What follows belongs to an exercise in optimizing a design on an open flow for small area; a production flow would make more cautious choices.
Only simulation tests tie the RTL to the original design; equivalence was not proved.
Power and IR drop assume default switching activity.

$ cat flow/design.v
module rf_aoi3 (
    input  logic [2:0] a,
    input  logic [2:0] b,
    output logic       y
);
    assign y = ~|(a & b);
endmodule
module rf_aoi2 (
    input  logic [1:0] a,
    input  logic [1:0] b,
    output logic       y
);
    assign y = ~|(a & b);
endmodule
module rf_nand #(
    parameter int N = 2
) (
    input  logic [N-1:0] x,
    output logic         y
);
    assign y = ~&x;
endmodule
module rf_ld (
    input  logic ld,
    input  logic ld_n,
    input  logic d,
    input  logic q,
    output logic y
);
    assign y = (ld & d) | (ld_n & q);
endmodule
module rf_sel #(
    parameter int N = 32
) (
    input  logic [N-1:0] d,
    input  logic [N-1:0] s,
    output logic         y
);
    localparam int G3 = N / 3;
    localparam int R  = N % 3;
    localparam int NG = G3 + ((R != 0) ? 1 : 0);
    logic [NG-1:0] g_n;
    genvar g;
    generate
        for (g = 0; g < G3; g++) begin : g_a3
            rf_aoi3 u (.a(d[3*g +: 3]), .b(s[3*g +: 3]), .y(g_n[g]));
        end
        if (R == 2) begin : g_r2
            rf_aoi2 u (.a(d[3*G3 +: 2]), .b(s[3*G3 +: 2]), .y(g_n[G3]));
        end else if (R == 1) begin : g_r1
            assign g_n[G3] = ~(d[3*G3] & s[3*G3]);
        end
    endgenerate
    rf_nand #(.N(NG)) u_or (.x(g_n), .y(y));
endmodule
module register_file_sb #(
    parameter int DATA_WIDTH = 32,
    parameter int ADDR_WIDTH = 5,
    parameter int ZERO_REG   = 1,
    parameter int BYPASS     = 1
) (
    input  logic                  CLK,
    input  logic                  RST,
    input  logic [ADDR_WIDTH-1:0] A1,
    input  logic [ADDR_WIDTH-1:0] A2,
    output logic [DATA_WIDTH-1:0] RD1,
    output logic [DATA_WIDTH-1:0] RD2,
    input  logic                  WE3,
    input  logic [ADDR_WIDTH-1:0] A3,
    input  logic [DATA_WIDTH-1:0] WD3,
    input  logic                  RSV_EN,
    input  logic [ADDR_WIDTH-1:0] RSV_ADDR,
    output logic                  BUSY1,
    output logic                  BUSY2,
    input  logic                  CLR_REQ,
    output logic                  CLR_BUSY
);
    localparam int                    DEPTH = 2 ** ADDR_WIDTH;
    localparam int                    FIRST = (ZERO_REG != 0) ? 1 : 0;
    localparam int                    NENT  = DEPTH - FIRST;            
    localparam int                    NTERM = NENT + ((BYPASS != 0) ? 1 : 0);
    localparam logic [ADDR_WIDTH-1:0] LAST  = '1;
    logic                             clr_q;    
    logic [ADDR_WIDTH-1:0]            cnt;      
    logic [DEPTH-1:0][DATA_WIDTH-1:0] mem_q;
    logic [DEPTH-1:0]                 busy_q;
    logic idle, wr_ok, rsv_ok, flush, load_zero;
    logic [DATA_WIDTH-1:0] wd_next;
    logic byp1, byp2;
    logic [DEPTH-1:0] sel1, sel2;
    assign idle   = !clr_q;
    assign wr_ok  = idle && WE3;
    assign rsv_ok = idle && RSV_EN;
    assign flush  = idle && CLR_REQ;
    always_ff @(posedge CLK) begin
        if (RST) begin
            clr_q <= 1'b0;
            cnt   <= '0;
        end else if (clr_q) begin
            cnt <= cnt + ADDR_WIDTH'(1);
            if (cnt == LAST)
                clr_q <= 1'b0;
        end else if (CLR_REQ) begin
            clr_q <= 1'b1;
        end
    end
    assign CLR_BUSY = clr_q;
    assign load_zero = RST || clr_q;
    assign wd_next   = load_zero ? '0 : WD3;
    genvar i, b;
    generate
        for (i = 0; i < DEPTH; i++) begin : g_ent
            if (i < FIRST) begin : g_zero
                assign mem_q[i]  = '0;
                assign busy_q[i] = 1'b0;
            end else begin : g_reg
                logic wr_i, ld_i, ld_n_i;
                logic [DATA_WIDTH-1:0] nxt_i;
                assign wr_i   = wr_ok && (A3 == ADDR_WIDTH'(i));
                assign ld_i   = RST || (clr_q && (cnt == ADDR_WIDTH'(i))) || wr_i;
                assign ld_n_i = !ld_i;
                for (b = 0; b < DATA_WIDTH; b++) begin : g_bit
                    rf_ld u_ld (.ld(ld_i), .ld_n(ld_n_i), .d(wd_next[b]), .q(mem_q[i][b]),
                                .y(nxt_i[b]));
                end
                always_ff @(posedge CLK)
                    mem_q[i] <= nxt_i;
                always_ff @(posedge CLK) begin
                    if (RST || flush)
                        busy_q[i] <= 1'b0;
                    else if (rsv_ok && (RSV_ADDR == ADDR_WIDTH'(i)))
                        busy_q[i] <= 1'b1;
                    else if (wr_i)
                        busy_q[i] <= 1'b0;
                end
            end
        end
    endgenerate
    assign byp1 = (BYPASS != 0) && wr_ok && (A3 == A1) && !((ZERO_REG != 0) && (A1 == '0));
    assign byp2 = (BYPASS != 0) && wr_ok && (A3 == A2) && !((ZERO_REG != 0) && (A2 == '0));
    always_comb begin
        for (int k = 0; k < DEPTH; k++) begin
            sel1[k] = !byp1 && (A1 == ADDR_WIDTH'(k));
            sel2[k] = !byp2 && (A2 == ADDR_WIDTH'(k));
        end
    end
    logic [NTERM-1:0] s1, s2;
    generate
        if (BYPASS != 0) begin : g_bs
            assign s1 = {sel1[DEPTH-1:FIRST], byp1};
            assign s2 = {sel2[DEPTH-1:FIRST], byp2};
        end else begin : g_nbs
            assign s1 = sel1[DEPTH-1:FIRST];
            assign s2 = sel2[DEPTH-1:FIRST];
        end
        for (b = 0; b < DATA_WIDTH; b++) begin : g_rd
            logic [NTERM-1:0] d;
            always_comb begin
                for (int k = FIRST; k < DEPTH; k++)
                    d[NTERM - DEPTH + k] = mem_q[k][b];
                if (BYPASS != 0)
                    d[0] = WD3[b];
            end
            rf_sel #(.N(NTERM)) u_rd1 (.d(d), .s(s1), .y(RD1[b]));
            rf_sel #(.N(NTERM)) u_rd2 (.d(d), .s(s2), .y(RD2[b]));
        end
    endgenerate
    assign BUSY1 = idle && |(busy_q[DEPTH-1:FIRST] & sel1[DEPTH-1:FIRST]);
    assign BUSY2 = idle && |(busy_q[DEPTH-1:FIRST] & sel2[DEPTH-1:FIRST]);
endmodule
$ cat flow/run.sh
#!/bin/bash
# synth_recipe.tcl (not shown) runs the flow's synth.tcl, then flattens the netlist and writes it again
# the make line also repeats each setting of config.mk as NAME=value (left out here)
make -C /OpenROAD-flow-scripts/flow DESIGN_CONFIG=/design/flow/config.mk WORK_HOME=/design/flow/orfs CLKGATE_MAP_FILE= SYNTH_SCRIPT=/design/flow/synth_recipe.tcl finish
$ cat flow/config.mk
export PLATFORM = sky130hd
export DESIGN_NAME = register_file_sb
export DESIGN_NICKNAME = register_file_sb
export VERILOG_FILES = /design/flow/design.v
export SDC_FILE = /design/flow/constraint.sdc
export NUM_CORES = 4
export LEC_CHECK = 0
export CAP_MARGIN = 20
export CORE_MARGIN = 2
export CORE_UTILIZATION = 40
export PLACE_DENSITY = 0.6
export SLEW_MARGIN = 20
export SYNTH_HIERARCHICAL = 1
export SYNTH_MINIMUM_KEEP_SIZE = 0
$ cat flow/constraint.sdc
create_clock -name core_clock -period 7.0 [get_ports {CLK}]
set_input_delay 1.4000 -clock core_clock [delete_from_list [all_inputs] [get_ports {CLK}]]
set_output_delay 1.4000 -clock core_clock [all_outputs]
set_load 0.01 [all_outputs]
==> flow_summary.html <==
<table>
<tr><th>Metric</th><th>Value</th></tr>
<tr><th colspan="2">Run status</th></tr>
<tr><td>Result of the run</td><td>failed layout checks</td></tr>
<tr><td>Failing layout criteria</td><td>setup timing</td></tr>
<tr><th colspan="2">Floorplan</th></tr>
<tr><td>Floorplan die area</td><td>105000 um^2</td></tr>
<tr><td>Placeable core area</td><td>102000 um^2</td></tr>
<tr><td>Placement Rows</td><td>117</td></tr>
<tr><td>Initial cell density of the core</td><td>40.3%</td></tr>
<tr><td>Height of the die</td><td>324 um</td></tr>
<tr><td>Ports</td><td>124</td></tr>
<tr><td>Die Wd</td><td>324 um</td></tr>
<tr><th colspan="2">Critical path</th></tr>
<tr><td>Signal arrival time at the worst endpoint</td><td>5640 ps</td></tr>
<tr><td>Depth of the worst register-to-register path</td><td>7</td></tr>
<tr><td>Delay of the slowest cell on the worst path</td><td>1040 ps</td></tr>
<tr><td>Register-to-register setup slack</td><td>3190 ps</td></tr>
<tr><td>Cell occurring most often along the worst timing path</td><td>clkdlybuf4s50_1</td></tr>
<tr><td>Type of the worst setup path</td><td>in2out</td></tr>
<tr><td>Critical Path, Cell by Cell</td><td>clkdlybuf4s50_1, xnor2_2, nand3_1, nor4_4, a21boi_4, nand2_1, nor2_4, a222oi_1, nand4_1, or3_1, clkdlybuf4s50_1</td></tr>
<tr><td>Required time worst endpoint</td><td>5600 ps</td></tr>
<tr><td>Slowest cell on the critical path</td><td>nor2_4</td></tr>
<tr><td>Startpoint kind of the worst setup timing path</td><td>input port</td></tr>
<tr><td>Largest fanout on the critical path</td><td>32</td></tr>
<tr><td>Kind of capture point of the worst setup path</td><td>primary output</td></tr>
<tr><th colspan="2">STA</th></tr>
<tr><td>Final setup skew</td><td>28.7 ps</td></tr>
<tr><td>Peak clock frequency supported by timing</td><td>142 MHz</td></tr>
<tr><td>Period utilization</td><td>101%</td></tr>
<tr><td>Total negative slack for setup checks</td><td>-83.1 ps</td></tr>
<tr><td>Setup repair after global routing missed its margin</td><td>yes</td></tr>
<tr><td>Final Max Tran Viols</td><td>0</td></tr>
<tr><td>Final Critical Period</td><td>7040 ps</td></tr>
<tr><td>Max transition margin</td><td>12.6%</td></tr>
<tr><td>Final setup vio count</td><td>7</td></tr>
<tr><td>Worst-margin pin slew</td><td>1310 ps</td></tr>
<tr><td>Fin. Hold Viols</td><td>0</td></tr>
<tr><td>Final setup slack of the worst path</td><td>-35.5 ps</td></tr>
<tr><td>Final hold slack</td><td>496 ps</td></tr>
<tr><th colspan="2">Routing</th></tr>
<tr><td>ANT nets after route</td><td>0</td></tr>
<tr><td>1st-pass router iterations</td><td>15</td></tr>
<tr><td>Vias/cell</td><td>7.83</td></tr>
<tr><td>DRC marker count from the first detailed-route iteration</td><td>10.3k</td></tr>
<tr><td>Post-detailed-route DRC marker count</td><td>0</td></tr>
<tr><td>Vias after detailed routing</td><td>42.4k</td></tr>
<tr><td>Wirelength, routed</td><td>211 mm</td></tr>
<tr><td>Detailed-route wire length per cell</td><td>38.9 um</td></tr>
<tr><th colspan="2">Clock tree</th></tr>
<tr><td>Clock root buffer</td><td>clkbuf_16</td></tr>
<tr><td>Hold buffer count at CTS</td><td>0</td></tr>
<tr><td>Insertion delay of the later-clocked pin in the worst-skew pair</td><td>730 ps</td></tr>
<tr><td>Number of clock buffers inserted by TritonCTS</td><td>107</td></tr>
<tr><td>Reg clk slew, reported paths</td><td>60 ps</td></tr>
<tr><td>Num Clock Sinks</td><td>1029</td></tr>
<tr><td>CTS tree</td><td>yes</td></tr>
<tr><td>Longest Clk Path Bufs</td><td>3</td></tr>
<tr><td>Number of H-tree levels</td><td>3</td></tr>
<tr><th colspan="2">Logic synthesis</th></tr>
<tr><td>Number of synthesized flops with an enable pin</td><td>0</td></tr>
<tr><td>Number of register bits inferred by synthesis</td><td>1029</td></tr>
<tr><td>Async set-or-reset flop fraction in the synthesized netlist</td><td>0%</td></tr>
<tr><td>Main combinational cell family by area after synthesis</td><td>compound AO/OA/AOI/OAI gates</td></tr>
<tr><td>Number of nets in the synthesized netlist</td><td>3580</td></tr>
<tr><td>Synth Area in Compound Gates</td><td>40.7%</td></tr>
<tr><td>Count of yosys warnings during synthesis</td><td>7</td></tr>
<tr><td>Xor-xnor portion of the synthesized cell area</td><td>0.254%</td></tr>
<tr><td>Area of the mapped netlist</td><td>41000 um^2</td></tr>
<tr><td>Syn Area/Cell</td><td>11.6 um^2</td></tr>
<tr><td>Post-Synthesis Cells</td><td>3517</td></tr>
<tr><td>Proportion of synthesized chip area in sequential cells</td><td>50.3%</td></tr>
<tr><td>Simple-gate share of the synthesized area</td><td>7.33%</td></tr>
<tr><td>Multiplexer fraction of the synthesized cell area</td><td>0.409%</td></tr>
<tr><td>Adder-cell share of the synthesized area</td><td>0.183%</td></tr>
<tr><td>Dominant register cell in the synthesized netlist</td><td>dfxtp_1</td></tr>
<tr><td>Number of distinct library cells after synthesis</td><td>54</td></tr>
<tr><th colspan="2">Power and ir drop</th></tr>
<tr><td>Power density over the cells</td><td>289 nW/um^2</td></tr>
<tr><td>LEAKAGE</td><td>18.9 nW</td></tr>
<tr><td>Worst IR Drop VDD</td><td>0.211 mV</td></tr>
<tr><th colspan="2">Placement</th></tr>
<tr><td>Placer Congestion</td><td>0.935</td></tr>
<tr><td>Number of cells after detailed placement</td><td>5168</td></tr>
<tr><td>Placed wire-length estimate after detailed placement</td><td>122 mm</td></tr>
<tr><td>Instance area after placement</td><td>46000 um^2</td></tr>
<tr><td>Buffers on Ports</td><td>123</td></tr>
<tr><th colspan="2">Flow run</th></tr>
<tr><td>Maximum capacitance violations</td><td>0</td></tr>
<tr><th colspan="2">Global route</th></tr>
<tr><td>Number of global-route vias before repair</td><td>38.8k</td></tr>
<tr><td>Initial antenna violation count</td><td>12</td></tr>
<tr><td>Total global routing overflow</td><td>0</td></tr>
<tr><td>Gr usage total</td><td>37.5%</td></tr>
<tr><td>Largest net degree at the start of global routing</td><td>40</td></tr>
<tr><td>Global-route wire length before repair</td><td>287 mm</td></tr>
<tr><th colspan="2">Cells and area</th></tr>
<tr><td>Commonest non-fill, non-tap cells in the layout</td><td>1029 x dfxtp_1, 992 x a22o_1, 640 x a222oi_1, 200 x buf_4, 130 x nand4_1</td></tr>
<tr><td>FF/Latch Area</td><td>20600 um^2</td></tr>
<tr><td>Net count, final</td><td>4022</td></tr>
<tr><td>Fraction of layout cells with a size suffix above 1</td><td>15.2%</td></tr>
<tr><td>Multi-input gate area</td><td>20900 um^2</td></tr>
<tr><td>Most common cell after layout, fill and taps aside</td><td>dfxtp_1</td></tr>
<tr><td>Layout overhead on the synthesized area</td><td>23.2%</td></tr>
<tr><td>Filler Cells Inserted</td><td>9073</td></tr>
<tr><td>Final Instance Count excl. Fillers</td><td>5423</td></tr>
<tr><td>Area of all placed cells without fillers</td><td>50400 um^2</td></tr>
<tr><th colspan="2">Hold path</th></tr>
<tr><td>Worst hold path depth</td><td>1</td></tr>
<tr><td>Class of the tightest hold or removal check</td><td>reg2reg</td></tr>
</table>
## sequential cells by signal, summed over array words and instances (netlist names)
register / flops
busy_q: 31
mem_q: 992
cnt: 5
clr_q: 1
## report_power, final
group / leakage, nW / switching, mW / internal, mW / total, mW
clock: 1.83 / 2.53 / 3.55 / 6.08
sequential: 8.49 / 0.409 / 6.35 / 6.76
combinational: 8.55 / 1.11 / 0.644 / 1.76
total: 18.9 / 4.05 / 10.5 / 14.6
## per-layer routing
layer	up-vias	global-route usage, %	part of all wire, %
met2	3956	52.4	40
met5	-	0.324	0.11
li1	17000	-	-
met4	12	24.7	7.8
met3	813	12.4	15
met1	20700	48.9	37
## synthesized netlist by cell type (2+ instances only)
cell | count | area (um^2)
a222oi_1 | 640 | 6410
xnor2_1 | 4 | 35.0
nor3_1 | 19 | 95.1
a22oi_2 | 64 | 801
mux2i_1 | 10 | 100
nand4_1 | 130 | 813
o211ai_1 | 3 | 22.5
inv_1 | 40 | 150
buf_2 | 15 | 75.1
nand2_1 | 74 | 278
and3_1 | 7 | 43.8
nor2_1 | 84 | 315
nand2b_1 | 16 | 100
ha_1 | 6 | 75.1
mux2_2 | 4 | 45.0
xor2_1 | 6 | 52.6
o221ai_1 | 2 | 17.5
a22oi_1 | 21 | 158
o22ai_1 | 2 | 12.5
clkbuf_1 | 21 | 78.8
o21a_1 | 2 | 15.0
o31ai_1 | 2 | 15.0
nand3_1 | 76 | 380
nand3b_1 | 3 | 22.5
o21ai_0 | 20 | 100
a31oi_1 | 6 | 37.5
or3_1 | 68 | 425
nor4_1 | 14 | 87.6
a32oi_1 | 9 | 78.8
nor2b_1 | 16 | 100
nor3b_1 | 4 | 30.0
dfxtp_1 | 1029 | 20600
buf_1 | 3 | 11.3
and2_1 | 38 | 238
a21oi_1 | 47 | 235
a211o_1 | 2 | 17.5
a22o_1 | 992 | 8690
or2_2 | 2 | 12.5
## cell families (layout without fill, tap and decap cells)
family,Yosys count,in the layout
AOI/OAI and AO/OA,1819,1819
muxes,15,15
and+or+nand+nor,556,576
xor gates and xnor gates,11,11
DFF,1029,1029
buffers and inverters,81,593
adders and majority gates,6,6
other,0,6
## through the flow
stage	setup slack [ps]	total power, mW	util, %
3_3_place_gp	-178	8.46	45.3
3_5_place_dp	-55.8	8.49	45.3
2_1_floorplan	33.7	7.61	-
6_report	-35.5	14.6	49.7
5_1_grt	-40.6	14.9	49.6
4_1_cts	-46.3	14.5	49.0
## modules after synthesis (local to each module, per instance), excerpt
| module | flops+latches | times used |
|---|---|---|
| rf_ld | 0 | 992 |
| register_file_sb | 1029 | 1 |
| rf_aoi2 | 0 | 64 |
| rf_aoi3 | 0 | 640 |
## worst max-delay path, delay by kind of cell
family | cells | cell delay [ps]
xor gates and xnor gates | 1 | 220
AOI/OAI and AO/OA | 2 | 610
and+or+nand+nor | 6 | 2250
buffers and inverters | 2 | 1120
## layout make-up
cell class,instances,share of cell area [%]
Timing Repair Buffer,354,6.68
Multi-Input combinational cell,2427,41.4
Tap cell,1368,3.39
Clock buffer,154,6.14
Antenna cell,6,0.0298
Sequential cell,1029,40.8
Clock inverter,45,1.18
Inverter,40,0.298
## repair_timing
action / CTS / global route
pin swaps: 7 / 20
endpoints found under the setup margin: 18 / 53
resized for setup: 5 / 33
gates cloned: 5 / 15
buffers inserted: 0 / 27
## worst paths after layout
| kind | end | from |
|---|---|---|
| max reg2reg | mem_q[469] | clr_q |
| min | mem_q[45] | mem_q[45] |
| min reg2reg | mem_q[45] | mem_q[45] |
| max | RD1[17] | A3[1] |

[afterwards: timing with drivers on the ports]
No port has a modelled driver above. Below, the same layout with a new extraction and two added sets of constraints. Step 1 (the two cells are an assumption about what drives the block):
set clk [get_ports {CLK}]
set_driving_cell -lib_cell sky130_fd_sc_hd__clkbuf_16 $clk
set_driving_cell -lib_cell sky130_fd_sc_hd__buf_2 [delete_from_list [all_inputs] $clk]
Step 2 times the ports against the registers' clock, not the clock port: input delays grow and output delays shrink by t, the midpoint of the rising clock arrivals with the driver on. Three values: ideal ports, drivers, drivers and shift; two values: the first two.
t, ns: 0.779
setup slack, ns: -0.036 / -0.061 / -0.061
worst setup path after step 2: input to output
clock arrival spread, ns: 0.037 / 0.036
slew at the worst register clock pin (ns): 0.07 / 0.07
The setup slack of this run moves by -0.025 ns with the drivers and by -0.025 ns with both steps.
